This design comes from an exercise in tuning for small area and a short achievable clock period on the open sky130 flow, not from production work.
Where RTL was checked, it was by simulation tests only, not by an equivalence proof against the original.
The RTL of runs 1 to 3 was laid out without a check of its function.

===== design.v =====
package csc_pkg;
	typedef logic [17:0] sram_addr_t;
	typedef logic [15:0] sram_word_t;
	typedef logic [7:0] pixel_t;
	localparam int IMG_WIDTH = 320;
	localparam int IMG_HEIGHT = 240;
	localparam int PAIRS_PER_ROW = 160;
	localparam int WORDS_PER_ROW = 80;      
	localparam int GROUPS = 19200;          
	localparam sram_addr_t Y_BASE = 18'd0;
	localparam sram_addr_t U_BASE = 18'd38400;
	localparam sram_addr_t V_BASE = 18'd57600;
	localparam sram_addr_t RGB_BASE = 18'd146944;
	localparam sram_addr_t RGB_LAST = 18'd262143;
endpackage
`timescale 1ns/100ps
module sram_arbiter (
	input logic CLOCK_50_I,
	input logic resetn,
	input logic cmd_we,
	input csc_pkg::sram_addr_t cmd_addr,
	input csc_pkg::sram_word_t cmd_wdata,
	output csc_pkg::sram_addr_t sram_addr,
	output csc_pkg::sram_word_t sram_wdata,
	output logic sram_we_n
);
	always_ff @(posedge CLOCK_50_I or negedge resetn) begin
		if (!resetn)
			sram_we_n <= 1'b1;
		else
			sram_we_n <= !cmd_we;
	end
	always_ff @(posedge CLOCK_50_I) begin
		sram_addr <= cmd_addr;
		sram_wdata <= cmd_wdata;
	end
endmodule
`timescale 1ns/100ps
module yuv_fetch (
	input logic CLOCK_50_I,
	input logic resetn,
	input logic start,
	output logic busy,
	output logic done,
	output logic c_shift,          
	output logic c_ld_u,           
	output logic c_ld_v,           
	output logic c_first_a,        
	output logic c_first_b,        
	output logic c_near_b,         
	output logic c_last_a,         
	output logic c_last_b,         
	output logic c_yh_ld,          
	output logic c_ylo,            
	output logic c_odd_op,         
	output logic c_w_rg,           
	output logic c_w_br,           
	output logic cmd_we,
	output csc_pkg::sram_addr_t cmd_addr
);
	logic [3:0] ph, ph_n;
	logic [1:0] prime;             
	logic wr_on;
	logic done_pre;
	logic [6:0] jc;
	logic j_first, j_near_end, j_last;
	logic jf_n, jn_n, jl_n;
	logic [16:0] gy;               
	logic [16:0] c_addr;
	csc_pkg::sram_addr_t wa;       
	logic a_y, a_c, a_u, a_lsb, a_w;
	logic wr_now, last_wr;
	assign ph_n = !busy ? 4'd2 : (ph == 4'd9) ? 4'd0 : ph + 4'd1;
	assign jf_n = (ph == 4'd9) ? (jc == 7'd79) : j_first;
	assign jn_n = (ph == 4'd9) ? (jc == 7'd77) : j_near_end;
	assign jl_n = (ph == 4'd9) ? (jc == 7'd78) : j_last;
	always_ff @(posedge CLOCK_50_I) begin
		c_shift <= (ph_n <= 4'd4) && (ph_n != 4'd2);
		c_ld_u <= (ph_n == 4'd5);
		c_ld_v <= (ph_n == 4'd6);
		c_first_a <= busy && jf_n && (ph_n <= 4'd1);
		c_first_b <= busy && jf_n && (ph_n == 4'd3 || ph_n == 4'd4);
		c_near_b <= busy && jn_n && (ph_n == 4'd3 || ph_n == 4'd4);
		c_last_a <= busy && jl_n && (ph_n <= 4'd1);
		c_last_b <= busy && jl_n && (ph_n == 4'd3 || ph_n == 4'd4);
		c_yh_ld <= (ph_n == 4'd4 || ph_n == 4'd7);
		c_ylo <= (ph_n == 4'd3 || ph_n == 4'd6);
		c_odd_op <= (ph_n == 4'd4 || ph_n == 4'd7);
		c_w_rg <= (ph_n == 4'd5 || ph_n == 4'd8);
		c_w_br <= (ph_n == 4'd6 || ph_n == 4'd9);
		a_y <= (ph_n == 4'd1 || ph_n == 4'd4);
		a_c <= (ph_n == 4'd2 || ph_n == 4'd3);
		a_u <= (ph_n == 4'd2);
		a_lsb <= (ph_n == 4'd1);
		a_w <= (ph_n >= 4'd5) || (ph_n == 4'd0);
	end
	assign wr_now = busy && wr_on && a_w;
	assign last_wr = wr_now && (wa == csc_pkg::RGB_LAST);
	assign cmd_we = wr_now;
	assign c_addr = gy + (a_u ? 17'(csc_pkg::U_BASE + 18'd2) : 17'(csc_pkg::V_BASE + 18'd2));
	always_comb begin
		if (a_y)
			cmd_addr = {gy, a_lsb};
		else if (a_c)
			cmd_addr = {1'b0, c_addr};
		else
			cmd_addr = wa;
	end
	always_ff @(posedge CLOCK_50_I or negedge resetn) begin
		if (!resetn) begin
			busy <= 1'b0;
			done <= 1'b0;
			done_pre <= 1'b0;
			wr_on <= 1'b0;
		end else begin
			done_pre <= last_wr;
			done <= done_pre;
			if (done_pre)
				busy <= 1'b0;
			else if (start)
				busy <= 1'b1;
			if (!busy || last_wr)
				wr_on <= 1'b0;
			else if (prime == 2'd0 && ph == 4'd4)
				wr_on <= 1'b1;
		end
	end
	always_ff @(posedge CLOCK_50_I) begin
		ph <= ph_n;
		if (!busy) begin
			prime <= 2'd3;
			jc <= 7'd77;
			j_first <= 1'b0;
			j_near_end <= 1'b0;
			j_last <= 1'b0;
			gy <= 17'h1fffe;
			wa <= csc_pkg::RGB_BASE;
		end else begin
			j_first <= jf_n;
			j_near_end <= jn_n;
			j_last <= jl_n;
			if (ph == 4'd9) begin
				if (prime != 2'd0)
					prime <= prime - 2'd1;
				jc <= (jc == 7'd79) ? 7'd0 : jc + 7'd1;
			end
			if (ph == 4'd1)
				gy <= gy + 17'd1;
			if (wr_now)
				wa <= wa + 18'd1;
		end
	end
endmodule
`timescale 1ns/100ps
module chroma_interpolator (
	input logic CLOCK_50_I,
	input logic c_shift,
	input logic c_ld_u,
	input logic c_ld_v,
	input logic c_first_a,
	input logic c_first_b,
	input logic c_near_b,
	input logic c_last_a,
	input logic c_last_b,
	input csc_pkg::sram_word_t rdata,
	output csc_pkg::pixel_t ce_u,       
	output csc_pkg::pixel_t ce_v,
	output csc_pkg::pixel_t c_odd       
);
	csc_pkg::pixel_t e [0:15];
	csc_pkg::pixel_t t0, t1, t2, t3, t4, t5;
	always_ff @(posedge CLOCK_50_I) begin
		if (c_shift) begin
			for (int i = 0; i < 15; i++)
				e[i] <= e[i + 1];
		end
		if (c_ld_u) begin
			e[12] <= rdata[15:8];
			e[14] <= rdata[7:0];
		end
		if (c_ld_v) begin
			e[13] <= rdata[15:8];
			e[15] <= rdata[7:0];
		end
	end
	assign ce_u = e[2];
	assign ce_v = e[3];
	always_comb begin
		t0 = e[0];
		t1 = e[2];
		t2 = e[4];
		t3 = e[6];
		t4 = e[8];
		t5 = e[10];
		if (c_first_a) begin
			t0 = e[4];
			t1 = e[4];
		end
		if (c_first_b)
			t0 = e[2];
		if (c_near_b)
			t5 = e[8];
		if (c_last_a) begin
			t4 = e[6];
			t5 = e[6];
		end
		if (c_last_b) begin
			t3 = e[4];
			t4 = e[4];
			t5 = e[4];
		end
	end
	logic [8:0] p, q, m, p_r, q_r, m_r, m_r2;
	logic [9:0] d1, d2, d3, d1_r, d2_r, d3_r;
	assign p = {1'b0, t0} + {1'b0, t5};
	assign q = {1'b0, t1} + {1'b0, t4};
	assign m = {1'b0, t2} + {1'b0, t3};
	always_ff @(posedge CLOCK_50_I) begin
		p_r <= p;
		q_r <= q;
		m_r <= m;
	end
	assign d1 = {1'b0, m_r} + {1'b0, ~q_r};
	assign d2 = {1'b0, p_r} + {1'b0, ~q_r};
	assign d3 = {1'b0, p_r} + {1'b0, ~m_r};
	always_ff @(posedge CLOCK_50_I) begin
		m_r2 <= m_r;
		d1_r <= d1;
		d2_r <= d2;
		d3_r <= d3;
	end
	logic [16:0] acc;
	logic [8:0] q8, q8_r;
	logic signed [9:0] sh;
	assign acc = {1'b0, m_r2, 7'd0} + {2'd0, d1_r, 5'd0} + {3'd0, d2_r, 4'd0} + {5'd0, d2_r, 2'd0}
		+ {7'd0, d3_r} + 17'd181;
	assign q8 = acc[16:8];
	always_ff @(posedge CLOCK_50_I)
		q8_r <= q8;
	assign sh = {1'b0, q8_r} - 10'sd106;
	assign c_odd = sh[9] ? 8'h00 : (sh[8] ? 8'hff : sh[7:0]);
endmodule
`timescale 1ns/100ps
module csc_matrix (
	input logic CLOCK_50_I,
	input csc_pkg::pixel_t y_in,
	input csc_pkg::pixel_t u_in,
	input csc_pkg::pixel_t v_in,
	output csc_pkg::pixel_t r,
	output csc_pkg::pixel_t g,
	output csc_pkg::pixel_t b
);
	logic [24:0] ye;
	logic [24:0] t_in, t_r;
	logic [9:0] u3_in, v3_in, u3, v3;
	csc_pkg::pixel_t u, v;
	assign ye = {17'd0, y_in};
	assign t_in = (ye << 16) + (ye << 13) + (ye << 11) + (ye << 9) - (ye << 2);
	assign u3_in = {2'd0, u_in} + {1'd0, u_in, 1'd0};
	assign v3_in = {2'd0, v_in} + {1'd0, v_in, 1'd0};
	always_ff @(posedge CLOCK_50_I) begin
		t_r <= t_in;
		u <= u_in;
		v <= v_in;
		u3 <= u3_in;
		v3 <= v3_in;
	end
	localparam int NR = 6;
	localparam int NG = 8;
	localparam int NB = 6;
	localparam logic [26:0] K_R = 27'(-14608704);
	localparam logic [26:0] K_G = 27'(-17584151);
	localparam logic [26:0] K_B = 27'(-18148672);
	logic [26:0] rr [NR];
	logic [26:0] gr [NG];
	logic [26:0] br [NB];
	logic [9:0] nu3, nv3;
	csc_pkg::pixel_t nu, nv;
	assign nu3 = ~u3;
	assign nv3 = ~v3;
	assign nu = ~u;
	assign nv = ~v;
	assign rr[0] = {2'd0, t_r};
	assign rr[1] = {2'd0, v3, 15'd0};
	assign rr[2] = {6'd0, v3, 11'd0};
	assign rr[3] = {12'd0, v, 7'd0};
	assign rr[4] = {15'd0, v, 4'd0};
	assign rr[5] = {17'd0, v3};
	assign gr[0] = {2'd0, t_r};
	assign gr[1] = {4'd0, nu3, 13'd0};
	assign gr[2] = {9'd0, nu, 10'd0};
	assign gr[3] = {14'd0, nu3, 3'd0};
	assign gr[4] = {3'd0, nv3, 14'd0};
	assign gr[5] = {7'd0, nv, 12'd0};
	assign gr[6] = {14'd0, nv, 5'd0};
	assign gr[7] = {19'd0, nv};
	assign br[0] = {2'd0, t_r};
	assign br[1] = {2'd0, u, 17'd0};
	assign br[2] = {9'd0, u, 10'd0};
	assign br[3] = {12'd0, u, 7'd0};
	assign br[4] = {14'd0, u3, 3'd0};
	assign br[5] = {17'd0, u3};
	function automatic logic [53:0] csa(input logic [26:0] a, input logic [26:0] b, input logic [26:0] c);
		logic [26:0] sm, cy;
		sm = a ^ b ^ c;
		cy = (a & b) | (a & c) | (b & c);
		csa = {sm, cy[25:0], 1'b0};
	endfunction
	logic [53:0] r1a, r1b, r2a, r3a, r4a;
	logic [53:0] g1a, g1b, g1c, g2a, g2b, g3a, g4a;
	logic [53:0] b1a, b1b, b2a, b3a, b4a;
	assign r1a = csa(rr[0], rr[1], rr[2]);
	assign r1b = csa(rr[3], rr[4], rr[5]);
	assign r2a = csa(r1a[53:27], r1a[26:0], r1b[53:27]);
	assign r3a = csa(r1b[26:0], K_R, r2a[53:27]);
	assign r4a = csa(r2a[26:0], r3a[53:27], r3a[26:0]);
	assign g1a = csa(gr[0], gr[1], gr[2]);
	assign g1b = csa(gr[3], gr[4], gr[5]);
	assign g1c = csa(gr[6], gr[7], K_G);
	assign g2a = csa(g1a[53:27], g1a[26:0], g1b[53:27]);
	assign g2b = csa(g1b[26:0], g1c[53:27], g1c[26:0]);
	assign g3a = csa(g2a[53:27], g2a[26:0], g2b[53:27]);
	assign g4a = csa(g3a[53:27], g3a[26:0], g2b[26:0]);
	assign b1a = csa(br[0], br[1], br[2]);
	assign b1b = csa(br[3], br[4], br[5]);
	assign b2a = csa(b1a[53:27], b1a[26:0], b1b[53:27]);
	assign b3a = csa(b1b[26:0], K_B, b2a[53:27]);
	assign b4a = csa(b2a[26:0], b3a[53:27], b3a[26:0]);
	logic [16:0] rl, gl, bl;
	logic [10:0] rs_r, rc_r, gs_r, gc_r, bs_r, bc_r;
	logic rk_r, gk_r, bk_r;
	assign rl = {1'b0, r4a[42:27]} + {1'b0, r4a[15:0]};
	assign gl = {1'b0, g4a[42:27]} + {1'b0, g4a[15:0]};
	assign bl = {1'b0, b4a[42:27]} + {1'b0, b4a[15:0]};
	always_ff @(posedge CLOCK_50_I) begin
		rs_r <= r4a[53:43];
		rc_r <= r4a[26:16];
		rk_r <= rl[16];
		gs_r <= g4a[53:43];
		gc_r <= g4a[26:16];
		gk_r <= gl[16];
		bs_r <= b4a[53:43];
		bc_r <= b4a[26:16];
		bk_r <= bl[16];
	end
	function automatic csc_pkg::pixel_t sat(input logic [10:0] s);
		if (s[10])
			sat = 8'h00;
		else if (s[9:8] != 2'd0)
			sat = 8'hff;
		else
			sat = s[7:0];
	endfunction
	logic [10:0] rh, gh, bh;
	assign rh = rs_r + rc_r + {10'd0, rk_r};
	assign gh = gs_r + gc_r + {10'd0, gk_r};
	assign bh = bs_r + bc_r + {10'd0, bk_r};
	assign r = sat(rh);
	assign g = sat(gh);
	assign b = sat(bh);
endmodule
`timescale 1ns/100ps
module rgb_store (
	input logic CLOCK_50_I,
	input logic c_w_rg,
	input logic c_w_br,
	input csc_pkg::pixel_t r,
	input csc_pkg::pixel_t g,
	input csc_pkg::pixel_t b,
	output csc_pkg::sram_word_t wdata
);
	csc_pkg::pixel_t g1, b1;         
	always_ff @(posedge CLOCK_50_I) begin
		g1 <= g;
		b1 <= b;
	end
	always_comb begin
		if (c_w_rg)
			wdata = {r, g};
		else if (c_w_br)
			wdata = {b1, r};
		else
			wdata = {g1, b1};
	end
endmodule
`timescale 1ns/100ps
module csc_top (
	input logic CLOCK_50_I,
	input logic resetn,
	input logic start,
	output logic busy,
	output logic done,
	output csc_pkg::sram_addr_t sram_addr,
	output csc_pkg::sram_word_t sram_wdata,
	output logic sram_we_n,
	input csc_pkg::sram_word_t sram_rdata
);
	logic c_shift, c_ld_u, c_ld_v;
	logic c_first_a, c_first_b, c_near_b, c_last_a, c_last_b;
	logic c_yh_ld, c_ylo, c_odd_op, c_w_rg, c_w_br;
	logic cmd_we;
	csc_pkg::sram_addr_t cmd_addr;
	csc_pkg::sram_word_t cmd_wdata;
	csc_pkg::pixel_t ce_u, ce_v, c_odd, uo;
	csc_pkg::sram_word_t yh;         
	csc_pkg::pixel_t y_op, u_op, v_op;
	csc_pkg::pixel_t r, g, b;
	yuv_fetch seq_unit (
		.CLOCK_50_I, .resetn, .start, .busy, .done,
		.c_shift, .c_ld_u, .c_ld_v,
		.c_first_a, .c_first_b, .c_near_b, .c_last_a, .c_last_b,
		.c_yh_ld, .c_ylo, .c_odd_op, .c_w_rg, .c_w_br,
		.cmd_we, .cmd_addr
	);
	chroma_interpolator interp_unit (
		.CLOCK_50_I, .c_shift, .c_ld_u, .c_ld_v,
		.c_first_a, .c_first_b, .c_near_b, .c_last_a, .c_last_b,
		.rdata(sram_rdata), .ce_u, .ce_v, .c_odd
	);
	always_ff @(posedge CLOCK_50_I) begin
		if (c_yh_ld)
			yh <= sram_rdata;
		uo <= c_odd;     
	end
	always_ff @(posedge CLOCK_50_I)
		y_op <= c_ylo ? yh[7:0] : yh[15:8];
	always_comb begin
		if (c_odd_op) begin
			u_op = uo;
			v_op = c_odd;
		end else begin
			u_op = ce_u;
			v_op = ce_v;
		end
	end
	csc_matrix matrix_unit (
		.CLOCK_50_I, .y_in(y_op), .u_in(u_op), .v_in(v_op),
		.r, .g, .b
	);
	rgb_store store_unit (
		.CLOCK_50_I, .c_w_rg, .c_w_br, .r, .g, .b, .wdata(cmd_wdata)
	);
	sram_arbiter arbiter_unit (
		.CLOCK_50_I, .resetn,
		.cmd_we, .cmd_addr, .cmd_wdata,
		.sram_addr, .sram_wdata, .sram_we_n
	);
endmodule

===== run.sh =====
#!/bin/bash
# synth_recipe.tcl (not shown) runs the flow's synth.tcl, then flattens the netlist and writes it again
# the make line also repeats each setting of config.mk as NAME=value (left out here)
make -C /OpenROAD-flow-scripts/flow DESIGN_CONFIG=/design/flow/config.mk WORK_HOME=/design/flow/orfs CLKGATE_MAP_FILE= SYNTH_SCRIPT=/design/flow/synth_recipe.tcl finish

===== config.mk =====
export PLATFORM = sky130hd
export DESIGN_NAME = csc_top
export DESIGN_NICKNAME = csc_top
export VERILOG_FILES = /design/flow/design.v
export SDC_FILE = /design/flow/constraint.sdc
export NUM_CORES = 4
export LEC_CHECK = 0
export CAP_MARGIN = 20
export CORE_MARGIN = 2
export CORE_UTILIZATION = 50
export SETUP_SLACK_MARGIN = 5
export SLEW_MARGIN = 20

===== constraint.sdc =====
create_clock -name core_clock -period 10.0 [get_ports {CLOCK_50_I}]
set_input_delay 2.0000 -clock core_clock [delete_from_list [all_inputs] [get_ports {CLOCK_50_I}]]
set_output_delay 2.0000 -clock core_clock [all_outputs]
set_load 0.01 [all_outputs]

==> impl_metrics.py, run 1 <==
metrics = {
    "logic_synthesis": {
        "synthMuxAreaShare_pct": 3.71,
        "synth-simple-area-share_pct": 7.87,
        "synth_top_family_by_area": "adder cells",
        "ys_warn_count": 10,
        "yosysTopAreaCell": "dfxtp_1",
        "syn_avg_cell_area_um2": 10.9,
        "synthXorXnorAreaFrac_pct": 4.50,
        "syn_area_um2": 27000,
        "syn_nets": 3007,
        "synthDistinctLibCells": 75,
        "synthAdderAreaFrac_pct": 27.7,
        "synth_edf_count": 144,
        "ys_seq_area_share_pct": 41.2,
        "synth_top_area_share_pct": 24.7,
        "synth_compound_area_share_pct": 8.99,
        "syn_inst": 2471,
        "ys_async_sr_fraction_pct": 1.04,
        "ys_seq_elements": 483,
        "synth_flop_cell": "dfxtp_1",
        "netlist_top_cells_area": "dfxtp_1 (25%), ha_1 (18%), edfxtp_1 (16%)",
    },
    "clock_tree": {
        "cts_num_sinks": 483,
        "cts_hold_buf": 0,
        "cts_tree": "yes",
        "numCtsBuffers": 52,
        "cts.htree.levels": 2,
        "cts_resized": 0,
        "cts_setup_buffers": 0,
        "clk_latency_ns": 0.60,
        "cts_buffer_depth": 3,
        "clkSlewWorstSetupHoldPaths_ns": 0.06,
        "root_buffer": "clkbuf_16",
    },
    "global_routing": {
        "antenna_found_initial": 1,
        "grt_pass1_wl_um": 91600,
        "grt_max_degree": 62,
        "grt_usage_pct": 20.6,
        "grt-ovfl-total": 0,
        "grt_pass1_vias": 17400,
    },
    "sta": {
        "worstMarginPinSlew_ns": 0.983,
        "fin_skew_ns": 0.0315,
        "fin_ws_ns": 5.88,
        "finalSetupViolCount": 0,
        "rsz0062_at_grt": "false",
        "timing.setup.tns_ns": 0,
        "fmax_mhz": 243,
        "hold_viol": 0,
        "slew_viol_final": 0,
        "period_minus_slack_ns": 4.12,
        "relSlewSlack_pct": 34.4,
        "fin_crit_sh_pct": 41.2,
    },
    "routing": {
        "drt-vias-per-instance": 5.14,
        "drc_errors": 0,
        "drt-wirelength-per-cell_um": 17.0,
        "ant_nets": 0,
        "wirelength_um": 55800,
        "drt_iter0_drc": 915,
        "dr.pass1.iters": 5,
        "vias": 16900,
    },
    "cells_and_area": {
        "nFillCells": 4691,
        "areaGrowthSynthToFinish_pct": 11.4,
        "drive_above_1_share_pct": 6.38,
        "mostFrequentLayoutCells": "inv_1 (387), ha_1 (379), dfxtp_1 (333), edfxtp_1 (144), fa_1 (138)",
        "final_nets": 3079,
        "insertedDiodeCount": 0,
        "final_common_cell": "inv_1",
    },
    "worst_setup_path": {
        "crit_fanout": 4,
        "startpoint_type": "flip-flop",
        "regToRegSetupSlack_ns": 5.88,
        "cp-end-kind": "flip-flop",
        "required_ns": 10.53,
        "crit_arrival_ns": 4.65,
        "criticalPathCategory": "reg2reg",
    },
    "floorplan": {
        "coreArea_um2": 53600,
        "fp.dieH_um": 237,
        "rows": 85,
        "fp.dieW_um": 237,
        "pin_count": 56,
        "fp.dieArea_um2": 56000,
        "initial_utilization_pct": 50.5,
    },
    "place": {
        "gp_congestion": 0.909,
        "port_buffers": 55,
        "place_hpwl_um": 44000,
        "pre_cts_slack_ns": 5.89,
    },
    "outcome": {
        "status": "complete, no violations",
    },
    "min_path": {
        "hold_class": "reg2reg",
    },
    "flow_run": {
        "drv_cap": 0,
    },
}
-- final timing paths --
kind	startpoint	end	cells after the start
max	interp_unit.d2_r[5]	interp_unit.q8_r[8]	14
min	interp_unit.m_r[7]	interp_unit.m_r2[7]	0
max reg2reg	interp_unit.d2_r[5]	interp_unit.q8_r[8]	14
min reg2reg	interp_unit.m_r[7]	interp_unit.m_r2[7]	0
max in group asynchronous	resetn	arbiter_unit.sram_we_n	1
min in group asynchronous	resetn	seq_unit.wr_on	1
-- layer usage --
layer	vias up	global-route usage, %	wire, um
met5	-	0	0
met4	0	4.97	1190
met2	255	33.0	24900
met1	8056	28.5	27100
met3	77	4.42	2630
li1	8482	-	-
-- sequential cells by signal, indices dropped and copies added (netlist names), 11 cells and up --
name,count
matrix_unit.bc_r,11
arbiter_unit.sram_addr,18
matrix_unit.gc_r,11
yh,16
matrix_unit.rc_r,11
seq_unit.wa,18
interp_unit.e,128
seq_unit.gy,17
matrix_unit.t_r,23
arbiter_unit.sram_wdata,16
matrix_unit.bs_r,11
matrix_unit.rs_r,11
-- cell type report --
| class | count | area (um2) | share of cell area, % |
|---|---|---|---|
| inverter | 387 | 1450 | 4.82 |
| multi-input combinational | 1559 | 14300 | 47.4 |
| clock buffer | 67 | 1440 | 4.77 |
| clock inverter | 30 | 350 | 1.16 |
| timing repair buffer | 60 | 596 | 1.98 |
| tap | 696 | 871 | 2.89 |
| sequential | 483 | 11100 | 37.0 |
-- synth_stat cells, drive strengths merged, types with 4 or more instances --
cell    instances
nor2           84
inv           387
a21o           40
o211ai          4
nor3b          10
clkbuf         36
dfrtp           4
nand3b          4
nand4          15
a211oi         13
nand2b         20
nor3           28
fa            138
mux2           51
ha            379
nor2b          29
or3            16
o21a           29
xnor2          81
nand4b          4
nand3          22
dfxtp         334
mux2i          43
and4            6
buf             6
o21bai         17
o22ai          10
or2             8
xor2           58
nand2         122
o21ai         107
and2           19
and3           23
edfxtp        144
o31a            5
a21boi          8
a21oi         127
-- critical path, cell delays in order (launching register included) --
cell and delay, ns:
dfxtp_1 0.37, inv_1 0.07, fa_1 0.50, inv_1 0.05, fa_1 0.52, inv_1 0.05
fa_1 0.53, inv_1 0.05, ha_1 0.22, or3_1 0.40, o221a_2 0.28, a311o_1 0.40
o31a_1 0.29, a21oi_2 0.17, xnor2_1 0.13
-- stage by stage --
step	instances	cell area (um2)	utilization (%)	hold slack, ns
3_5_place_dp	3184	28300	52.9	0.375
4_1_cts	3281	30100	56.2	0.384
5_1_grt	3282	30100	56.2	0.392
2_1_floorplan	2471	27000	-	0.354
3_3_place_gp	3184	28300	52.9	0.368
6_report	3282	30100	56.2	0.385
-- cell families (layout without fill, tap and decap cells) --
kind of cell | after synthesis | in the layout
AOI/OAI and AO/OA | 391 | 391
xor gates and xnor gates | 139 | 139
adders and majority gates | 517 | 517
buffers and inverters | 429 | 544
DFF | 483 | 483
muxes | 94 | 94
and+or+nand+nor | 418 | 418
==> run 2, diff against run 1 <==
--- a/design.v
+++ b/design.v
@@ -229,16 +229,14 @@
 		d2_r <= d2;
 		d3_r <= d3;
 	end
-	logic [16:0] acc;
-	logic [8:0] q8, q8_r;
-	logic signed [9:0] sh;
-	assign acc = {1'b0, m_r2, 7'd0} + {2'd0, d1_r, 5'd0} + {3'd0, d2_r, 4'd0} + {5'd0, d2_r, 2'd0}
-		+ {7'd0, d3_r} + 17'd181;
-	assign q8 = acc[16:8];
+	logic [17:0] acc;
+	logic [9:0] sh, sh_r;
+	assign acc = {2'd0, m_r2, 7'd0} + {3'd0, d1_r, 5'd0} + {4'd0, d2_r, 4'd0} + {6'd0, d2_r, 2'd0}
+		+ {8'd0, d3_r} + 18'(-26955);
+	assign sh = acc[17:8];
 	always_ff @(posedge CLOCK_50_I)
-		q8_r <= q8;
-	assign sh = {1'b0, q8_r} - 10'sd106;
-	assign c_odd = sh[9] ? 8'h00 : (sh[8] ? 8'hff : sh[7:0]);
+		sh_r <= sh;
+	assign c_odd = sh_r[9] ? 8'h00 : (sh_r[8] ? 8'hff : sh_r[7:0]);
 endmodule
 `timescale 1ns/100ps
 module csc_matrix (
==> run 2 against run 1 <==
Still clean. Synthesized cell count increased by 2.7%. Critical path depth increased by 4. Global-route usage decreased by 1.1 points. Critical endpoint is now interp_unit.sh_r[9].
==> impl_metrics.py, run 2 <==
metrics = {
    "outcome": {
        "status": "complete, no violations",
    },
    "worst_setup_path": {
        "critPathTopFamily": "adder cells",
        "critPathMaxStageDelay_ns": 0.54,
        "crit_fanout": 4,
        "rr_worst_depth": 18,
        "startpoint_type": "flip-flop",
        "cp_num_cells": 18,
        "cpMaxStageDelayCell": "fa_1",
        "path_cells": "ha_1 > inv_1 > fa_1 > inv_1 > a21oi_1 > o21bai_1 > xnor2_1 > fa_1 > inv_1 > ha_1 > ha_1 > ha_1 > a21o_1 > a21oi_1 > o21ai_1 > o31a_1 > or4b_1 > nand3_1",
        "required_ns": 10.52,
        "r2r-start": "interp_unit.d1_r[2]",
        "cp-end-kind": "flip-flop",
        "path_buf_inv": 3,
        "crit_arrival_ns": 4.84,
        "crit_top_cell": "ha_1",
        "criticalPathCategory": "reg2reg",
        "reg2reg_to": "interp_unit.sh_r[9]",
        "startpoint": "interp_unit.d1_r[2]",
        "regToRegSetupSlack_ns": 5.68,
        "crit_end": "interp_unit.sh_r[9]",
    },
    "logic_synthesis": {
        "yosysTopAreaCell": "dfxtp_1",
        "synth_top_area_share_pct": 24.6,
        "syn_nets": 3078,
        "synthDistinctLibCells": 80,
        "yosys-top-cells-count": "inv_1 (418), ha_1 (391), dfxtp_1 (335)",
        "ys_seq_area_share_pct": 40.9,
        "synth_flop_cell": "dfxtp_1",
        "syn_inst": 2537,
        "netlist_top_cells_area": "dfxtp_1 (25%), ha_1 (18%), edfxtp_1 (16%)",
        "ys_warn_count": 10,
        "synth_edf_count": 144,
        "ys_seq_elements": 484,
        "yosysMostFrequentCell": "inv_1",
        "syn_avg_cell_area_um2": 10.8,
        "ys_async_sr_fraction_pct": 1.03,
        "syn_area_um2": 27300,
    },
    "cells_and_area": {
        "mostFrequentLayoutCells": "inv_1 (418), ha_1 (391), dfxtp_1 (333), edfxtp_1 (144), nand2_1 (135)",
        "regMostFlops": "interp_unit.e",
        "areaGrowthSynthToFinish_pct": 10.7,
        "final_nets": 3142,
        "drive_above_1_share_pct": 6.14,
        "seqCellArea_um2": 11200,
        "reg.largest.list": "interp_unit.e x128, matrix_unit.t_r x23",
        "nFillCells": 4605,
        "largest_register_ffs": 128,
        "final_common_cell": "inv_1",
        "multiInputGateArea_um2": 14400,
    },
    "routing": {
        "vias": 16900,
        "drt_iter0_drc": 749,
        "dr.pass1.iters": 5,
        "drt-vias-per-instance": 5.08,
        "drt-wirelength-per-cell_um": 16.0,
        "ant_nets": 0,
        "wirelength_um": 53500,
        "drc_errors": 0,
    },
    "sta": {
        "fmax_mhz": 232,
        "slew_viol_final": 0,
        "fin_crit_sh_pct": 43.2,
        "rsz0062_at_grt": "false",
        "fin_skew_ns": 0.0194,
        "worstMarginPinSlew_ns": 0.954,
        "fin_ws_ns": 5.68,
        "relSlewSlack_pct": 36.3,
        "finalSetupViolCount": 0,
        "timing.setup.tns_ns": 0,
        "period_minus_slack_ns": 4.32,
        "hold_viol": 0,
    },
    "min_path": {
        "min-delay-start": "interp_unit.m_r[7]",
        "whs_path_depth": 0,
        "hold_class": "reg2reg",
    },
    "flow_run": {
        "drv_cap": 0,
    },
    "place": {
        "pre_cts_slack_ns": 5.66,
        "place_hpwl_um": 42400,
        "gp_congestion": 0.833,
        "port_buffers": 55,
    },
    "floorplan": {
        "initial_utilization_pct": 50.6,
        "rows": 85,
        "fp.dieW_um": 238,
        "fp.dieH_um": 238,
        "coreArea_um2": 53900,
        "pin_count": 56,
        "fp.dieArea_um2": 56500,
    },
    "global_routing": {
        "grt-ovfl-total": 0,
        "grt_max_degree": 70,
        "grt_pass1_wl_um": 88000,
        "grt_usage_pct": 19.4,
        "antenna_found_initial": 3,
        "grt_pass1_vias": 17300,
    },
    "clock_tree": {
        "numCtsBuffers": 51,
        "clk_latency_ns": 0.58,
        "clkSlewWorstSetupHoldPaths_ns": 0.06,
        "cts_num_sinks": 484,
        "cts_tree": "yes",
        "cts.htree.levels": 2,
        "cts_resized": 0,
        "cts_hold_buf": 0,
        "cts_buffer_depth": 3,
        "cts_setup_buffers": 0,
        "root_buffer": "clkbuf_16",
    },
}
[run 2: layout make-up]
cell class | instances | share of cell area [%]
multi-input combinational | 1585 | 47.6
sequential | 484 | 36.9
inverter | 419 | 5.21
clock buffer | 64 | 4.65
tap | 696 | 2.88
timing repair buffer | 60 | 1.95
clock inverter | 27 | 0.758
antenna | 1 | 0.00828
[run 2: kinds of logic (layout without fill, tap and decap cells)]
logic type | after synthesis | after routing | share of synthesized area, %
fa+ha+maj | 522 | 522 | 27.5
flops | 484 | 484 | 40.9
buf+inv | 468 | 570 | 6.46
compound gates | 412 | 412 | 9.34
simple gates | 409 | 409 | 7.40
xor+xnor | 149 | 149 | 4.78
mux | 93 | 93 | 3.64
other cells | 0 | 1 | 0
[run 2: worst register-to-register path: stages (launching register included)]
cell	delay, ns
dfxtp_1	0.31
ha_1	0.17
inv_1	0.06
fa_1	0.45
inv_1	0.07
a21oi_1	0.06
o21bai_1	0.20
xnor2_1	0.13
fa_1	0.54
inv_1	0.04
ha_1	0.28
ha_1	0.30
ha_1	0.35
a21o_1	0.18
a21oi_1	0.13
o21ai_1	0.13
o31a_1	0.31
or4b_1	0.47
nand3_1	0.09
[run 2: how the worst min path moves through the flow]
stage | end | slack [ns]
after global routing | matrix_unit.t_r[2] | 0.39
after global placement | matrix_unit.t_r[2] | 0.37
after detailed placement | seq_unit.done | 0.37
after CTS | interp_unit.m_r2[7] | 0.38
final | interp_unit.m_r2[7] | 0.38
after floorplan | seq_unit.done | 0.35
[run 2: metal layers]
layer  track usage (%)  share of wire, %  vias up
met5                 0                 0        -
met4              4.14               1.4        0
met3              2.72               3.8       52
met2              31.0                45      229
met1              28.1                50     8033
li1                  -                 -     8632
[run 2: stage by stage]
stage	instances	hold WS [ns]	util (%)	cell area (um2)
after floorplan	2537	0.354	-	27300
after global placement	3244	0.366	53.0	28600
after detailed placement	3244	0.368	53.0	28600
after CTS	3335	0.381	56.0	30200
after global routing	3335	0.395	56.0	30200
final	3336	0.378	56.0	30200
==> run 3, diff against run 2 <==
--- a/design.v
+++ b/design.v
@@ -211,7 +211,9 @@
 		end
 	end
 	logic [8:0] p, q, m, p_r, q_r, m_r, m_r2;
-	logic [9:0] d1, d2, d3, d1_r, d2_r, d3_r;
+	logic [9:0] d1, d1_r;
+	logic [12:0] e2, e2_r;
+	logic [10:0] d3, d3_r;
 	assign p = {1'b0, t0} + {1'b0, t5};
 	assign q = {1'b0, t1} + {1'b0, t4};
 	assign m = {1'b0, t2} + {1'b0, t3};
@@ -221,22 +223,23 @@
 		m_r <= m;
 	end
 	assign d1 = {1'b0, m_r} + {1'b0, ~q_r};
-	assign d2 = {1'b0, p_r} + {1'b0, ~q_r};
-	assign d3 = {1'b0, p_r} + {1'b0, ~m_r};
+	assign e2 = {2'd0, p_r, 2'd0} + {4'd0, p_r} + {2'd0, ~q_r, 2'd0} + {4'd0, ~q_r};
+	assign d3 = {2'd0, p_r} + {2'd0, ~m_r} + 11'd181;
 	always_ff @(posedge CLOCK_50_I) begin
 		m_r2 <= m_r;
 		d1_r <= d1;
-		d2_r <= d2;
+		e2_r <= e2;
 		d3_r <= d3;
 	end
-	logic [17:0] acc;
-	logic [9:0] sh, sh_r;
-	assign acc = {2'd0, m_r2, 7'd0} + {3'd0, d1_r, 5'd0} + {4'd0, d2_r, 4'd0} + {6'd0, d2_r, 2'd0}
-		+ {8'd0, d3_r} + 18'(-26955);
-	assign sh = acc[17:8];
+	logic [16:0] acc;
+	logic [8:0] q8, q8_r;
+	logic signed [9:0] sh;
+	assign acc = {1'b0, m_r2, 7'd0} + {2'd0, d1_r, 5'd0} + {2'd0, e2_r, 2'd0} + {6'd0, d3_r};
+	assign q8 = acc[16:8];
 	always_ff @(posedge CLOCK_50_I)
-		sh_r <= sh;
-	assign c_odd = sh_r[9] ? 8'h00 : (sh_r[8] ? 8'hff : sh_r[7:0]);
+		q8_r <= q8;
+	assign sh = {1'b0, q8_r} - 10'sd106;
+	assign c_odd = sh[9] ? 8'h00 : (sh[8] ? 8'hff : sh[7:0]);
 endmodule
 `timescale 1ns/100ps
 module csc_matrix (
==> run 3 against run 2 <==
Critical endpoint is now matrix_unit.v3[8]. Register-to-register slack better by 0.57 ns. Worst setup slack better by 0.57 ns. Via count grew 2.3%. Clock skew fell by 0.0033 ns. Wire length is 7.7% higher. Sequential cell count rose by 1. First-iteration DRC count increased by 9.1%. Clock-buffer cell count is 18 higher. Highest routed layer unchanged. Sequential share of layout area shrank 0.59 points. Design area is 1.8% higher.
==> impl_metrics.py, run 3 <==
metrics = {
    "logic_synthesis": {
        "ys_seq_elements": 485,
        "synth_top_area_share_pct": 24.3,
        "syn_area_um2": 27700,
        "yosysMostFrequentCell": "ha_1",
        "synth_flop_cell": "dfxtp_1",
        "syn_avg_cell_area_um2": 10.9,
        "ys_seq_area_share_pct": 40.4,
        "yosysTopAreaCell": "dfxtp_1",
        "yosys-top-cells-count": "ha_1 (382), inv_1 (376), dfxtp_1 (336)",
        "ys_async_sr_fraction_pct": 1.03,
        "ys_warn_count": 10,
        "synth_edf_count": 144,
        "synthDistinctLibCells": 81,
        "syn_nets": 3078,
        "netlist_top_cells_area": "dfxtp_1 (24%), ha_1 (17%), edfxtp_1 (16%)",
        "syn_inst": 2538,
    },
    "worst_setup_path": {
        "cpMaxStageDelayCell": "nor3_1",
        "crit_top_cell": "a21oi_1",
        "crit_fanout": 8,
        "criticalPathCategory": "reg2reg",
        "crit_arrival_ns": 4.21,
        "path_buf_inv": 3,
        "critPathTopFamily": "compound AO/OA/AOI/OAI gates",
        "required_ns": 10.47,
        "path_cells": "inv_1 > ha_1 > inv_1 > a21oi_1 > nor2_1 > nor3_1 > a21oi_1 > mux2i_1 > inv_1 > ha_1 > a21o_1 > a21oi_1 > o21bai_1 > a21o_1 > a21oi_1 > o21bai_1 > xor2_1",
        "rr_worst_depth": 17,
        "reg2reg_to": "matrix_unit.v3[8]",
        "r2r-start": "interp_unit.q8_r[1]",
        "regToRegSetupSlack_ns": 6.25,
        "startpoint_type": "flip-flop",
        "critPathMaxStageDelay_ns": 0.59,
        "cp-end-kind": "flip-flop",
    },
    "min_path": {
        "hold_class": "reg2reg",
        "whs_path_depth": 0,
        "min-delay-start": "interp_unit.m_r[7]",
        "hold_end": "interp_unit.m_r2[7]",
    },
    "cells_and_area": {
        "insertedDiodeCount": 0,
        "areaGrowthSynthToFinish_pct": 11.2,
        "final_common_cell": "ha_1",
        "drive_above_1_share_pct": 6.61,
        "largest_register_ffs": 128,
        "mostFrequentLayoutCells": "ha_1 (382), inv_1 (376), dfxtp_1 (335), edfxtp_1 (144), fa_1 (139)",
        "reg.largest.list": "interp_unit.e x128, matrix_unit.t_r x23",
        "regMostFlops": "interp_unit.e",
        "final_nets": 3147,
        "nFillCells": 4751,
    },
    "sta": {
        "finalSetupViolCount": 0,
        "timing.setup.tns_ns": 0,
        "period_minus_slack_ns": 3.75,
        "fmax_mhz": 267,
        "slew_viol_final": 0,
        "hold_viol": 0,
        "fin_skew_ns": 0.0161,
        "rsz0062_at_grt": "false",
        "relSlewSlack_pct": 27.9,
        "worstMarginPinSlew_ns": 1.08,
        "fin_crit_sh_pct": 37.5,
    },
    "routing": {
        "ant_nets": 0,
        "drc_errors": 0,
        "drt-vias-per-instance": 5.17,
        "wirelength_um": 57600,
        "dr.pass1.iters": 5,
        "vias": 17300,
        "drt-wirelength-per-cell_um": 17.2,
        "drt_iter0_drc": 817,
    },
    "place": {
        "port_buffers": 55,
        "place_hpwl_um": 45500,
        "gp_congestion": 0.871,
    },
    "clock_tree": {
        "cts_tree": "yes",
        "root_buffer": "clkbuf_16",
        "cts.htree.levels": 2,
        "cts_setup_buffers": 0,
        "clk_latency_ns": 0.59,
        "cts_buffer_depth": 3,
        "cts_hold_buf": 0,
        "cts_num_sinks": 485,
        "numCtsBuffers": 52,
        "cts_resized": 0,
        "clkSlewWorstSetupHoldPaths_ns": 0.06,
    },
    "flow_run": {
        "drv_cap": 0,
    },
    "floorplan": {
        "fp.dieH_um": 239,
        "pin_count": 56,
        "rows": 86,
        "initial_utilization_pct": 50.4,
        "fp.dieArea_um2": 57200,
        "fp.dieW_um": 239,
        "coreArea_um2": 54900,
    },
    "outcome": {
        "status": "complete, no violations",
    },
    "global_routing": {
        "grt_usage_pct": 20.9,
        "grt_pass1_wl_um": 94000,
        "grt_max_degree": 86,
        "grt-ovfl-total": 0,
        "antenna_found_initial": 1,
        "grt_pass1_vias": 17800,
    },
}
==> run 3: final cells by class <==
class	instances	area, um2	area share [%]
clock buffers	82	1640	5.33
clock inverters	14	154	0.500
inverters	376	1410	4.59
multi-input cells	1631	14900	48.4
flip-flops and latches	485	11200	36.4
well taps	704	881	2.86
repair buffers	61	611	1.99
==> run 3: cells by family after synthesis <==
family / after synthesis / synth area share, %
adders and majority gates: 521 / 27.3
DFF: 485 / 40.4
AOI/OAI and AO/OA: 445 / 10.2
buffers and inverters: 422 / 5.79
and+or+nand+nor: 415 / 7.57
xor gates and xnor gates: 147 / 4.68
muxes: 103 / 4.01
==> run 3: how the worst max path moves through the flow <==
stage | from | to | cells past startpoint
CTS | interp_unit.q8_r[1] | matrix_unit.v3[8] | 17
finish | interp_unit.q8_r[1] | matrix_unit.v3[8] | 17
global route | interp_unit.p_r[1] | interp_unit.e2_r[11] | 14
floorplan | matrix_unit.u[0] | matrix_unit.gk_r | 10
global placement | interp_unit.p_r[0] | interp_unit.e2_r[11] | 15
detailed placement | interp_unit.p_r[2] | interp_unit.e2_r[11] | 15
==> run 3: layer usage <==
layer	vias up	wire length, um	global-route usage [%]
met5	-	0	0
li1	8753	-	-
met1	8204	27800	29.1
met2	276	25600	33.3
met4	0	1760	7.05
met3	95	2430	3.23
==> run 3: worst register-to-register path, delay by kind of cell, from the launching register on <==
family / cells / cell delay (ns)
flops: 1 / 0.34
mux: 1 / 0.31
simple gates: 2 / 0.70
buf+inv: 3 / 0.31
xor+xnor: 1 / 0.15
fa+ha+maj: 2 / 0.49
compound gates: 8 / 1.34
==> run 3: through the flow <==
stage	cell area, um2	worst slack [ns]	instances	util [%]	hold slack [ns]
2_1_floorplan	27700	6.60	2538	-	0.354
3_3_place_gp	28900	6.37	3255	52.7	0.363
3_5_place_dp	29000	6.29	3257	52.8	0.370
4_1_cts	30800	6.24	3353	56.0	0.379
5_1_grt	30800	5.93	3353	56.0	0.388
6_report	30800	6.25	3353	56.0	0.376
==> run 4, diff against run 3 <==
--- a/design.v
+++ b/design.v
@@ -211,9 +211,7 @@
 		end
 	end
 	logic [8:0] p, q, m, p_r, q_r, m_r, m_r2;
-	logic [9:0] d1, d1_r;
-	logic [12:0] e2, e2_r;
-	logic [10:0] d3, d3_r;
+	logic [9:0] d1, d2, d3, d1_r, d2_r, d3_r;
 	assign p = {1'b0, t0} + {1'b0, t5};
 	assign q = {1'b0, t1} + {1'b0, t4};
 	assign m = {1'b0, t2} + {1'b0, t3};
@@ -223,18 +221,19 @@
 		m_r <= m;
 	end
 	assign d1 = {1'b0, m_r} + {1'b0, ~q_r};
-	assign e2 = {2'd0, p_r, 2'd0} + {4'd0, p_r} + {2'd0, ~q_r, 2'd0} + {4'd0, ~q_r};
-	assign d3 = {2'd0, p_r} + {2'd0, ~m_r} + 11'd181;
+	assign d2 = {1'b0, p_r} + {1'b0, ~q_r};
+	assign d3 = {1'b0, p_r} + {1'b0, ~m_r};
 	always_ff @(posedge CLOCK_50_I) begin
 		m_r2 <= m_r;
 		d1_r <= d1;
-		e2_r <= e2;
+		d2_r <= d2;
 		d3_r <= d3;
 	end
 	logic [16:0] acc;
 	logic [8:0] q8, q8_r;
 	logic signed [9:0] sh;
-	assign acc = {1'b0, m_r2, 7'd0} + {2'd0, d1_r, 5'd0} + {2'd0, e2_r, 2'd0} + {6'd0, d3_r};
+	assign acc = {1'b0, m_r2, 7'd0} + {2'd0, d1_r, 5'd0} + {3'd0, d2_r, 4'd0} + {5'd0, d2_r, 2'd0}
+		+ {7'd0, d3_r} + 17'd181;
 	assign q8 = acc[16:8];
 	always_ff @(posedge CLOCK_50_I)
 		q8_r <= q8;
@@ -269,9 +268,12 @@
 	localparam int NR = 6;
 	localparam int NG = 8;
 	localparam int NB = 6;
-	localparam logic [26:0] K_R = 27'(-14608704);
-	localparam logic [26:0] K_G = 27'(-17584151);
-	localparam logic [26:0] K_B = 27'(-18148672);
+	localparam logic [15:0] KL_R = 16'd5824;
+	localparam logic [15:0] KL_G = 16'd45033;
+	localparam logic [15:0] KL_B = 16'd4800;
+	localparam logic signed [11:0] KH_R = -12'sd223;
+	localparam logic signed [11:0] KH_G = -12'sd269;
+	localparam logic signed [11:0] KH_B = -12'sd277;
 	logic [26:0] rr [NR];
 	logic [26:0] gr [NG];
 	logic [26:0] br [NB];
@@ -313,11 +315,11 @@
 	assign r1a = csa(rr[0], rr[1], rr[2]);
 	assign r1b = csa(rr[3], rr[4], rr[5]);
 	assign r2a = csa(r1a[53:27], r1a[26:0], r1b[53:27]);
-	assign r3a = csa(r1b[26:0], K_R, r2a[53:27]);
+	assign r3a = csa(r1b[26:0], {11'd0, KL_R}, r2a[53:27]);
 	assign r4a = csa(r2a[26:0], r3a[53:27], r3a[26:0]);
 	assign g1a = csa(gr[0], gr[1], gr[2]);
 	assign g1b = csa(gr[3], gr[4], gr[5]);
-	assign g1c = csa(gr[6], gr[7], K_G);
+	assign g1c = csa(gr[6], gr[7], {11'd0, KL_G});
 	assign g2a = csa(g1a[53:27], g1a[26:0], g1b[53:27]);
 	assign g2b = csa(g1b[26:0], g1c[53:27], g1c[26:0]);
 	assign g3a = csa(g2a[53:27], g2a[26:0], g2b[53:27]);
@@ -325,7 +327,7 @@
 	assign b1a = csa(br[0], br[1], br[2]);
 	assign b1b = csa(br[3], br[4], br[5]);
 	assign b2a = csa(b1a[53:27], b1a[26:0], b1b[53:27]);
-	assign b3a = csa(b1b[26:0], K_B, b2a[53:27]);
+	assign b3a = csa(b1b[26:0], {11'd0, KL_B}, b2a[53:27]);
 	assign b4a = csa(b2a[26:0], b3a[53:27], b3a[26:0]);
 	logic [16:0] rl, gl, bl;
 	logic [10:0] rs_r, rc_r, gs_r, gc_r, bs_r, bc_r;
@@ -344,10 +346,10 @@
 		bc_r <= b4a[26:16];
 		bk_r <= bl[16];
 	end
-	function automatic csc_pkg::pixel_t sat(input logic [10:0] s);
-		if (s[10])
+	function automatic csc_pkg::pixel_t sat(input logic signed [11:0] s);
+		if (s[11])
 			sat = 8'h00;
-		else if (s[9:8] != 2'd0)
+		else if (s[10:8] != 3'd0)
 			sat = 8'hff;
 		else
 			sat = s[7:0];
@@ -356,9 +358,9 @@
 	assign rh = rs_r + rc_r + {10'd0, rk_r};
 	assign gh = gs_r + gc_r + {10'd0, gk_r};
 	assign bh = bs_r + bc_r + {10'd0, bk_r};
-	assign r = sat(rh);
-	assign g = sat(gh);
-	assign b = sat(bh);
+	assign r = sat({1'b0, rh} + KH_R);
+	assign g = sat({1'b0, gh} + KH_G);
+	assign b = sat({1'b0, bh} + KH_B);
 endmodule
 `timescale 1ns/100ps
 module rgb_store (
==> run 4 against run 3 <==
Clock-buffer cell count decreased by 13. Final cell count decreased by 1.8%. Wire length decreased by 1.2%.
==> impl_metrics.py, run 4 <==
metrics = {
    "routing": {
        "drt_iter0_drc": 929,
        "wirelength_um": 56900,
        "ant_nets": 0,
        "vias": 17200,
        "dr.pass1.iters": 7,
        "drt-vias-per-instance": 5.23,
        "drc_errors": 0,
        "drt-wirelength-per-cell_um": 17.3,
    },
    "clock_tree": {
        "clk_latency_ns": 0.60,
        "cts_resized": 0,
        "cts_hold_buf": 0,
        "cts_buffer_depth": 3,
        "cts_tree": "yes",
        "cts_num_sinks": 480,
        "root_buffer": "clkbuf_16",
        "numCtsBuffers": 51,
        "clkSlewWorstSetupHoldPaths_ns": 0.07,
        "cts.htree.levels": 2,
        "cts_setup_buffers": 0,
    },
    "worst_setup_path": {
        "critPathTopFamily": "compound AO/OA/AOI/OAI gates",
        "crit_fanout": 15,
        "path_cells": "fa_1 > inv_1 > fa_1 > nor2b_1 > o2111ai_1 > and3_1 > o41ai_1 > xor2_1 > o41a_2 > o31ai_1 > a221oi_1",
        "cp_num_cells": 11,
        "criticalPathCategory": "reg2reg",
        "cpMaxStageDelayCell": "xor2_1",
        "critPathMaxStageDelay_ns": 0.86,
        "crit_arrival_ns": 4.30,
        "cp-end-kind": "flip-flop",
        "required_ns": 10.49,
        "startpoint_type": "flip-flop",
        "rr_worst_depth": 11,
        "path_buf_inv": 1,
        "crit_top_cell": "fa_1",
    },
    "outcome": {
        "status": "complete, no violations",
    },
    "logic_synthesis": {
        "ys_seq_elements": 480,
        "ys_seq_area_share_pct": 40.5,
        "syn_avg_cell_area_um2": 11.0,
        "synthDistinctLibCells": 89,
        "synth_edf_count": 144,
        "ys_warn_count": 10,
        "syn_inst": 2492,
        "yosysTopAreaCell": "dfxtp_1",
        "yosys-top-cells-count": "ha_1 (394), inv_1 (338), dfxtp_1 (331)",
        "ys_async_sr_fraction_pct": 1.04,
        "synth_top_area_share_pct": 24.2,
        "synth_flop_cell": "dfxtp_1",
        "netlist_top_cells_area": "dfxtp_1 (24%), ha_1 (18%), edfxtp_1 (16%)",
        "syn_area_um2": 27300,
        "syn_nets": 3031,
        "yosysMostFrequentCell": "ha_1",
    },
    "sta": {
        "relSlewSlack_pct": 29.4,
        "fmax_mhz": 263,
        "fin_crit_sh_pct": 38.1,
        "rsz0062_at_grt": "false",
        "fin_skew_ns": 0.0191,
        "hold_viol": 0,
        "worstMarginPinSlew_ns": 1.06,
        "period_minus_slack_ns": 3.81,
        "slew_viol_final": 0,
        "finalSetupViolCount": 0,
        "timing.setup.tns_ns": 0,
    },
    "floorplan": {
        "coreArea_um2": 53900,
        "fp.dieArea_um2": 56500,
        "fp.dieH_um": 238,
        "rows": 85,
        "initial_utilization_pct": 50.7,
        "pin_count": 56,
        "fp.dieW_um": 238,
    },
    "cells_and_area": {
        "areaGrowthSynthToFinish_pct": 11.2,
        "final_common_cell": "ha_1",
        "insertedDiodeCount": 0,
        "drive_above_1_share_pct": 6.85,
        "final_nets": 3094,
        "mostFrequentLayoutCells": "ha_1 (394), inv_1 (338), dfxtp_1 (328), edfxtp_1 (144), fa_1 (126)",
        "regMostFlops": "interp_unit.e",
        "nFillCells": 4628,
        "reg.largest.list": "interp_unit.e x128, matrix_unit.t_r x23",
        "largest_register_ffs": 128,
        "final_cell_area_um2": 30400,
    },
    "global_routing": {
        "grt_pass1_vias": 17500,
        "grt_max_degree": 60,
        "grt-ovfl-total": 0,
        "grt_pass1_wl_um": 92200,
        "grt_usage_pct": 20.5,
        "antenna_found_initial": 0,
    },
    "place": {
        "port_buffers": 55,
        "gp_congestion": 0.893,
        "postPlaceCellArea_um2": 28600,
        "place_hpwl_um": 44900,
    },
    "min_path": {
        "whs_path_depth": 0,
        "hold_class": "reg2reg",
    },
    "flow_run": {
        "drv_cap": 0,
    },
}
run 4: cell types whose count changed in the layout (fill, tap and decap cells not counted), moves of 9 or more:
cell / previous run / this run
inv_1: 376 / 338
a21o_1: 51 / 28
o21a_1: 37 / 14
nand2_1: 128 / 108
o21bai_1: 17 / 35
fa_1: 139 / 126
a31oi_1: 5 / 17
ha_1: 382 / 394
a211oi_1: 12 / 22
clkbuf_8: 14 / 5
run 4: cell families after synthesis:
family / Yosys count / share of synthesized area [%]
xor+xnor: 149 / 4.80
fa+ha+maj: 520 / 27.3
mux: 100 / 3.90
simple gates: 425 / 8.00
flops: 480 / 40.5
buf+inv: 387 / 5.39
compound gates: 431 / 10.1
run 4: worst paths after layout:
| check | to | slack, ns | from |
|---|---|---|---|
| min | interp_unit.m_r2[3] | 0.38 | interp_unit.m_r[3] |
| min reg2reg | interp_unit.m_r2[3] | 0.38 | interp_unit.m_r[3] |
| max reg2reg | arbiter_unit.sram_wdata[0] | 6.19 | matrix_unit.rk_r |
| min in group asynchronous | seq_unit.done | 1.65 | resetn |
| max in group asynchronous | arbiter_unit.sram_we_n | 8.06 | resetn |
| max | arbiter_unit.sram_wdata[0] | 6.19 | matrix_unit.rk_r |
run 4: layout make-up:
cell class	count	area, um2	share of cell area, %
Clock buffer	69	1420	4.66
Multi-Input combinational cell	1625	14800	48.6
Timing Repair Buffer	59	581	1.91
Clock inverter	26	388	1.28
Tap cell	696	871	2.87
Inverter	338	1270	4.18
Sequential cell	480	11100	36.5
run 4: through the flow:
step	cells	utilization, %	hold slack, ns	setup slack [ns]
2_1_floorplan	2492	-	0.354	6.55
3_3_place_gp	3198	53.0	0.369	6.32
3_5_place_dp	3198	53.0	0.371	6.29
4_1_cts	3293	56.3	0.385	6.27
5_1_grt	3293	56.3	0.387	5.95
6_report	3293	56.3	0.382	6.19
run 4: layer usage:
layer / up-vias / share of wire, % / global-route usage [%]
met5: - / 0 / 0
met4: 0 / 2.0 / 5.45
met3: 67 / 3.8 / 2.97
met2: 253 / 45 / 32.8
met1: 8196 / 49 / 29.2
li1: 8709 / - / -
Testbench counts of run 4, summed over its fixed seeds: frame cycles 1,536,248.
==> run 5, diff against run 4 <==
==> flow/run.sh (new file) <==
#!/bin/bash
set -u
export SETUP_SLACK_MARGIN=6.4
export BUFFER_PORTS_ARGS="-buffer_cell sky130_fd_sc_hd__buf_4"
bash standard.sh > standard_flow.log 2>&1
==> standard.sh (new file) <==
#!/bin/bash
# synth_recipe.tcl (not shown) runs the flow's synth.tcl, then flattens the netlist and writes it again
# the make line also repeats each setting of config.mk as NAME=value (left out here)
make -C /OpenROAD-flow-scripts/flow DESIGN_CONFIG=/design/flow/config.mk WORK_HOME=/design/flow/orfs CLKGATE_MAP_FILE= SYNTH_SCRIPT=/design/flow/synth_recipe.tcl "${@:-finish}"
--- a/config.mk
+++ b/config.mk
@@ -8,5 +8,4 @@
 export CAP_MARGIN = 20
 export CORE_MARGIN = 2
 export CORE_UTILIZATION = 50
-export SETUP_SLACK_MARGIN = 5
 export SLEW_MARGIN = 20
removed: run.sh
==> run 5 against run 4 <==
Via count rose by 0.63%. Still clean. Largest cell class unchanged. Sequential share of layout area increased by 0.11 points.
==> impl_metrics.py, run 5 <==
metrics = {
    "outcome": {
        "status": "complete, no violations",
    },
    "place": {
        "gp_congestion": 0.904,
        "place_hpwl_um": 44700,
        "port_buffers": 55,
    },
    "worst_setup_path": {
        "required_ns": 10.48,
        "r2r-start": "matrix_unit.u[2]",
        "path_cells": "inv_1 > ha_1 > fa_1 > fa_1 > inv_1 > fa_1 > inv_1 > ha_1 > a21o_1 > a211oi_2 > o21ai_1 > a21o_1",
        "crit_fanout": 4,
        "reg2reg_to": "matrix_unit.gk_r",
        "path_buf_inv": 3,
        "criticalPathCategory": "reg2reg",
        "critPathTopFamily": "adder cells",
        "cpMaxStageDelayCell": "fa_1",
        "critPathMaxStageDelay_ns": 0.56,
        "startpoint_type": "flip-flop",
        "crit_end": "matrix_unit.gk_r",
        "regToRegSetupSlack_ns": 6.51,
        "cp-end-kind": "flip-flop",
        "rr_worst_depth": 12,
        "startpoint": "matrix_unit.u[2]",
        "cp_num_cells": 12,
        "crit_arrival_ns": 3.97,
    },
    "routing": {
        "dr.pass1.iters": 4,
        "vias": 17300,
        "drt-vias-per-instance": 5.26,
        "drt-wirelength-per-cell_um": 17.3,
        "ant_nets": 0,
        "wirelength_um": 57100,
        "drt_iter0_drc": 796,
        "drc_errors": 0,
    },
    "logic_synthesis": {
        "ys_warn_count": 10,
        "ys_seq_elements": 480,
        "syn_nets": 3031,
        "syn_inst": 2492,
        "syn_area_um2": 27300,
        "synth_top_area_share_pct": 24.2,
        "yosysMostFrequentCell": "ha_1",
        "synth_flop_cell": "dfxtp_1",
        "syn_avg_cell_area_um2": 11.0,
        "synth_edf_count": 144,
        "synthDistinctLibCells": 89,
        "ys_seq_area_share_pct": 40.5,
        "yosysTopAreaCell": "dfxtp_1",
        "ys_async_sr_fraction_pct": 1.04,
        "yosys-top-cells-count": "ha_1 (394), inv_1 (338), dfxtp_1 (331)",
        "netlist_top_cells_area": "dfxtp_1 (24%), ha_1 (18%), edfxtp_1 (16%)",
    },
    "clock_tree": {
        "cts_num_sinks": 480,
        "cts_tree": "yes",
        "root_buffer": "clkbuf_16",
        "cts.htree.levels": 2,
        "cts_buffer_depth": 3,
        "cts_hold_buf": 0,
        "clkSlewWorstSetupHoldPaths_ns": 0.06,
        "numCtsBuffers": 52,
        "clk_latency_ns": 0.60,
    },
    "sta": {
        "whs_ns": 0.380,
        "rsz0062_at_grt": "true",
        "hold_viol": 0,
        "fin_skew_ns": 0.0281,
        "period_minus_slack_ns": 3.49,
        "worstMarginPinSlew_ns": 1.07,
        "fmax_mhz": 287,
        "slew_viol_final": 0,
        "relSlewSlack_pct": 28.6,
        "timing.setup.tns_ns": 0,
        "finalSetupViolCount": 0,
        "fin_crit_sh_pct": 34.9,
    },
    "cells_and_area": {
        "drive_above_1_share_pct": 9.96,
        "insertedDiodeCount": 0,
        "final_common_cell": "ha_1",
        "nFillCells": 4640,
        "regMostFlops": "interp_unit.e",
        "areaGrowthSynthToFinish_pct": 11.1,
        "largest_register_ffs": 128,
        "utilization_pct": 56.3,
        "mostFrequentLayoutCells": "ha_1 (392), inv_1 (338), dfxtp_1 (319), edfxtp_1 (144), fa_1 (126)",
        "final_nets": 3098,
        "reg.largest.list": "interp_unit.e x128, matrix_unit.t_r x23",
    },
    "global_routing": {
        "antenna_found_initial": 0,
        "grt_usage_pct": 20.6,
        "grt_pass1_vias": 17500,
        "grt_max_degree": 86,
        "grt-ovfl-total": 0,
        "grt_pass1_wl_um": 92400,
    },
    "floorplan": {
        "rows": 85,
        "fp.dieW_um": 238,
        "initial_utilization_pct": 50.7,
        "coreArea_um2": 53900,
        "pin_count": 56,
        "fp.dieH_um": 238,
        "fp.dieArea_um2": 56500,
    },
    "flow_run": {
        "drv_cap": 0,
    },
    "min_path": {
        "whs_path_depth": 0,
        "hold_class": "reg2reg",
    },
}
run 5: layer usage:
metal	share of wire [%]	global-route usage, %	vias up
met3	3.0	2.57	70
li1	-	-	8732
met2	46	33.3	226
met4	1.9	5.36	0
met5	0	0	-
met1	49	29.3	8306
run 5: how the worst min path moves through the flow:
stage,endpoint,slack [ns],start
finish,matrix_unit.t_r[2],0.38,y_op[0]
global route,matrix_unit.t_r[2],0.38,y_op[0]
CTS,matrix_unit.t_r[2],0.38,y_op[0]
detailed placement,matrix_unit.t_r[2],0.37,y_op[0]
global placement,matrix_unit.t_r[2],0.38,y_op[0]
floorplan,seq_unit.done,0.35,seq_unit.done_pre
run 5: cells by family after synthesis:
family / share of synthesized area, %
multiplexers: 3.90
AO/OA/AOI/OAI: 10.1
adder cells (fa/ha/maj): 27.3
AND/OR/NAND/NOR: 8.00
flip-flops: 40.5
XOR/XNOR: 4.80
buffers and inverters: 5.39
run 5: through the flow:
step                      cell area, um2  worst slack [ns]  cells
after floorplan                    27300              6.55   2492
after global placement             28400              6.26   3197
after detailed placement           28400              6.23   3197
after CTS                          30200              6.42   3293
after global routing               30400              6.25   3297
final                              30400              6.51   3297
run 5: final cells by class:
class / instances / area, um2 / area share (%)
Inverter: 338 / 1270 / 4.18
Timing Repair Buffer: 62 / 465 / 1.53
Tap cell: 696 / 871 / 2.87
Clock buffer: 75 / 1480 / 4.88
Clock inverter: 21 / 223 / 0.734
Sequential cell: 480 / 11100 / 36.6
Multi-Input combinational cell: 1625 / 14900 / 49.2
run 5: what timing repair did:
action / 4_1_cts / 5_1_grt
resized for setup: 10 / 30
endpoints found under the setup margin: 17 / 21
buffers inserted: 0 / 4
pin swaps: 2 / 10
run 5: worst register-to-register path: stages, from the launching register on:
cell and delay (ns):
dfxtp_2 0.36, inv_1 0.06, ha_1 0.33, fa_1 0.49, fa_1 0.56, inv_1 0.06
fa_1 0.52, inv_1 0.04, ha_1 0.29, a21o_1 0.20, a211oi_2 0.20, o21ai_1 0.09
a21o_1 0.18

## port drivers added, routing unchanged
In the flow no input, the clock included, has a driving cell. The finished layouts below were timed again as built, in two steps. Step 1: set_driving_cell puts a clkbuf_16 on CLOCK_50_I and a buf_2 on each other input, an assumption about the parent block. Step 2 also shifts input and output timing later by t, the mid clock arrival at the registers, as if the neighbouring blocks saw the same clock. Three values: no drivers, after step 1, after step 2; two values: the first two.
run | t, ns | setup WS [ns] | hold WS [ns] | worst setup path after step 2 | cell pins on the clock port's net
run 1 | 0.647 | 5.877 / 5.877 / 5.877 | 0.385 / 0.385 / 0.385 | register to register | 1
run 2 | 0.633 | 5.682 / 5.682 / 5.682 | 0.378 / 0.378 / 0.378 | register to register | 1
run 3 | 0.639 | 6.252 / 6.252 / 6.252 | 0.376 / 0.376 / 0.376 | register to register | 1
run 4 | 0.654 | 6.194 / 6.194 / 6.194 | 0.382 / 0.382 / 0.382 | register to register | 1
run 5 | 0.641 | 6.511 / 6.511 / 6.511 | 0.380 / 0.380 / 0.380 | register to register | 1
After both steps every run listed still meets setup and hold.
